From an optimization exercise on the open Yosys and OpenROAD flow, aimed at small area, a short achievable clock period and few clock cycles; shortcuts taken in it are not production practice. In this exercise RTL edits were held to simulation tests only and were not proved equivalent to the original. Power and IR drop assume default switching activity.

Setup of job 7478:
Design tagctrl_top, start of the top module:
module tagctrl_top #(
  parameter int unsigned RdDepth = 4,    
  parameter int unsigned DqDepth = 10    
) (
  input  logic                          clk_i,
  input  logic                          reset_i,
  input  logic                          req_valid_i,
  input  logic [31:0]                   req_addr_i,
  input  logic                          req_write_i,
  input  logic [63:0]                   req_wdata_i,
  input  logic                          req_tag_i,
  output logic                          req_ready_o,
  output logic                          rsp_valid_o,
  output logic [63:0]                   rsp_rdata_o,
  output logic                          rsp_tag_o,
  output logic                          rsp_write_o,
  output logic                          rsp_err_o,
  input  logic                          rsp_ready_i,
  output logic                          mem_req_valid_o,
  output logic [28:0]                   mem_req_addr_o,
  output logic                          mem_req_write_o,
  output logic [63:0]                   mem_req_wdata_o,
  input  logic                          mem_req_ready_i,
  input  logic                          mem_rsp_valid_i,
  input  logic [63:0]                   mem_rsp_rdata_i
);
Size in the first run: ~3700 cells after synthesis, ~910 flip-flops, roughly 330 I/O pins, ~36000 um^2 of cells after synthesis.
export LEC_CHECK = 0
export CAP_MARGIN = 20
export CORE_MARGIN = 2
export CORE_UTILIZATION = 55
export CTS_CLUSTER_DIAMETER = 100
export CTS_CLUSTER_SIZE = 24
export SETUP_SLACK_MARGIN = 2.9
export SLEW_MARGIN = 20
export TNS_END_PERCENT = 5
create_clock -name core_clock -period 5.0 [get_ports {clk_i}]
standard.sh (not shown) runs the stock make flow with config.mk's settings and CLKGATE_MAP_FILE= SYNTH_SCRIPT=/design/flow/synth_recipe.tcl, a recipe that flattens the netlist after the stock synthesis.
==> flow/flow/run.sh <==
#!/bin/bash
# The standard layout (the standard.sh, standard synthesis included) with two
# make settings changed:
#  - delay cells are added to the don't-use list, so the port buffers and timing
#    repair use ordinary buffers instead of slow delay buffers;
#  - timing repair may swap a cell for one of another footprint.
# Everything else (floorplan, power grid, tap cells, placement, CTS, routing) is
# the standard flow. The make output goes to flow_make.log in the work folder.
set -euo pipefail
PLATFORM_DONT_USE="sky130_fd_sc_hd__probe_p_8 sky130_fd_sc_hd__probec_p_8 sky130_fd_sc_hd__lpflow_bleeder_1 sky130_fd_sc_hd__lpflow_clkbufkapwr_1 sky130_fd_sc_hd__lpflow_clkbufkapwr_16 sky130_fd_sc_hd__lpflow_clkbufkapwr_2 sky130_fd_sc_hd__lpflow_clkbufkapwr_4 sky130_fd_sc_hd__lpflow_clkbufkapwr_8 sky130_fd_sc_hd__lpflow_clkinvkapwr_1 sky130_fd_sc_hd__lpflow_clkinvkapwr_16 sky130_fd_sc_hd__lpflow_clkinvkapwr_2 sky130_fd_sc_hd__lpflow_clkinvkapwr_4 sky130_fd_sc_hd__lpflow_clkinvkapwr_8 sky130_fd_sc_hd__lpflow_decapkapwr_12 sky130_fd_sc_hd__lpflow_decapkapwr_3 sky130_fd_sc_hd__lpflow_decapkapwr_4 sky130_fd_sc_hd__lpflow_decapkapwr_6 sky130_fd_sc_hd__lpflow_decapkapwr_8 sky130_fd_sc_hd__lpflow_inputiso0n_1 sky130_fd_sc_hd__lpflow_inputiso0p_1 sky130_fd_sc_hd__lpflow_inputiso1n_1 sky130_fd_sc_hd__lpflow_inputiso1p_1 sky130_fd_sc_hd__lpflow_inputisolatch_1 sky130_fd_sc_hd__lpflow_isobufsrc_1 sky130_fd_sc_hd__lpflow_isobufsrc_16 sky130_fd_sc_hd__lpflow_isobufsrc_2 sky130_fd_sc_hd__lpflow_isobufsrc_4 sky130_fd_sc_hd__lpflow_isobufsrc_8 sky130_fd_sc_hd__lpflow_isobufsrckapwr_16 sky130_fd_sc_hd__lpflow_lsbuf_lh_hl_isowell_tap_1 sky130_fd_sc_hd__lpflow_lsbuf_lh_hl_isowell_tap_2 sky130_fd_sc_hd__lpflow_lsbuf_lh_hl_isowell_tap_4 sky130_fd_sc_hd__lpflow_lsbuf_lh_isowell_4 sky130_fd_sc_hd__lpflow_lsbuf_lh_isowell_tap_1 sky130_fd_sc_hd__lpflow_lsbuf_lh_isowell_tap_2 sky130_fd_sc_hd__lpflow_lsbuf_lh_isowell_tap_4"
DELAY_CELLS="sky130_fd_sc_hd__clkdlybuf4s15_1 sky130_fd_sc_hd__clkdlybuf4s15_2 sky130_fd_sc_hd__clkdlybuf4s18_1 sky130_fd_sc_hd__clkdlybuf4s18_2 sky130_fd_sc_hd__clkdlybuf4s25_1 sky130_fd_sc_hd__clkdlybuf4s25_2 sky130_fd_sc_hd__clkdlybuf4s50_1 sky130_fd_sc_hd__clkdlybuf4s50_2 sky130_fd_sc_hd__dlygate4sd1_1 sky130_fd_sc_hd__dlygate4sd2_1 sky130_fd_sc_hd__dlygate4sd3_1 sky130_fd_sc_hd__dlymetal6s2s_1 sky130_fd_sc_hd__dlymetal6s4s_1 sky130_fd_sc_hd__dlymetal6s6s_1"
bash standard.sh "DONT_USE_CELLS=$PLATFORM_DONT_USE $DELAY_CELLS" MATCH_CELL_FOOTPRINT=0 finish > flow_make.log 2>&1
Testbench counts of job 7478, summed over its fixed seeds: cycles 15,692.
> inputs changed (job 7478 -> job 9734)
==> flow/config.mk <==
export PLATFORM = sky130hd
export DESIGN_NAME = tagctrl_top
export DESIGN_NICKNAME = tagctrl_top
export VERILOG_FILES = /design/flow/design.v
export SDC_FILE = /design/flow/constraint.sdc
export NUM_CORES = 4
export LEC_CHECK = 0
export CAP_MARGIN = 40
export CORE_MARGIN = 2
export CORE_UTILIZATION = 70
export CTS_CLUSTER_DIAMETER = 100
export CTS_CLUSTER_SIZE = 24
export PLACE_DENSITY = 0.72
export SETUP_SLACK_MARGIN = 3.0
export SLEW_MARGIN = 40
export TNS_END_PERCENT = 10
Findings:
Job 7478 went all the way through the flow, and no timing, DRC or antenna check failed.
Job 9734: done, clean on timing, DRC and antenna
Job 7478 has a higher worst-path maximum fanout than job 9734.
Job 9734 vs job 7478: global-route usage up in job 9734
On routed via count: between job 9734 and job 7478, it ends up lower for job 7478.
There was hardly any difference in worst slack on hold paths between job 9734 and job 7478.
Die area was lower in job 9734 than in job 7478.
Power share of the clock group | job 9734 below job 7478
When job 9734 is measured against job 7478, its number of global-route vias before repair turns out 1370 higher.
Re maximum single-stage delay on the critical path: job 9734 is 0.66 ns down on job 7478.
Diff job 7478 -> job 9734 | initial antenna violation count | increase of 1
Of job 9734 and job 7478, the run reporting the higher met1 track utilization from global routing was job 9734.

-- re-timing with driven ports --
In the flow no input, the clock included, has a driving cell. The finished layouts below were timed again as built, in two steps.
Step 1: set_driving_cell puts a clkbuf_16 on clk_i and a buf_2 on each other input, an assumption about the parent block.
Step 2, shift: input delay + t, output delay - t, t = (earliest + latest rising clock arrival at the registers) / 2. This alone moves slack from input paths to output paths.
Three values: ideal, step 1, step 2; two values: the first two.
run | t, ns | slack for setup (ns) | worst setup path at the end | latest minus earliest clock arrival (ns) | worst data-port slew with drivers (ns)
job 7478 | 0.669 | 2.714 / 2.714 / 2.194 | input to register | 0.037 / 0.037 | 0.10
job 9734 | 0.670 | 2.860 / 2.797 / 2.250 | input to register | 0.040 / 0.041 | 0.13
After both steps setup and hold are still met in every run listed. For job 9734, which loses most, drivers alone change the setup slack by -0.063 ns; drivers and shift together by -0.610 ns.
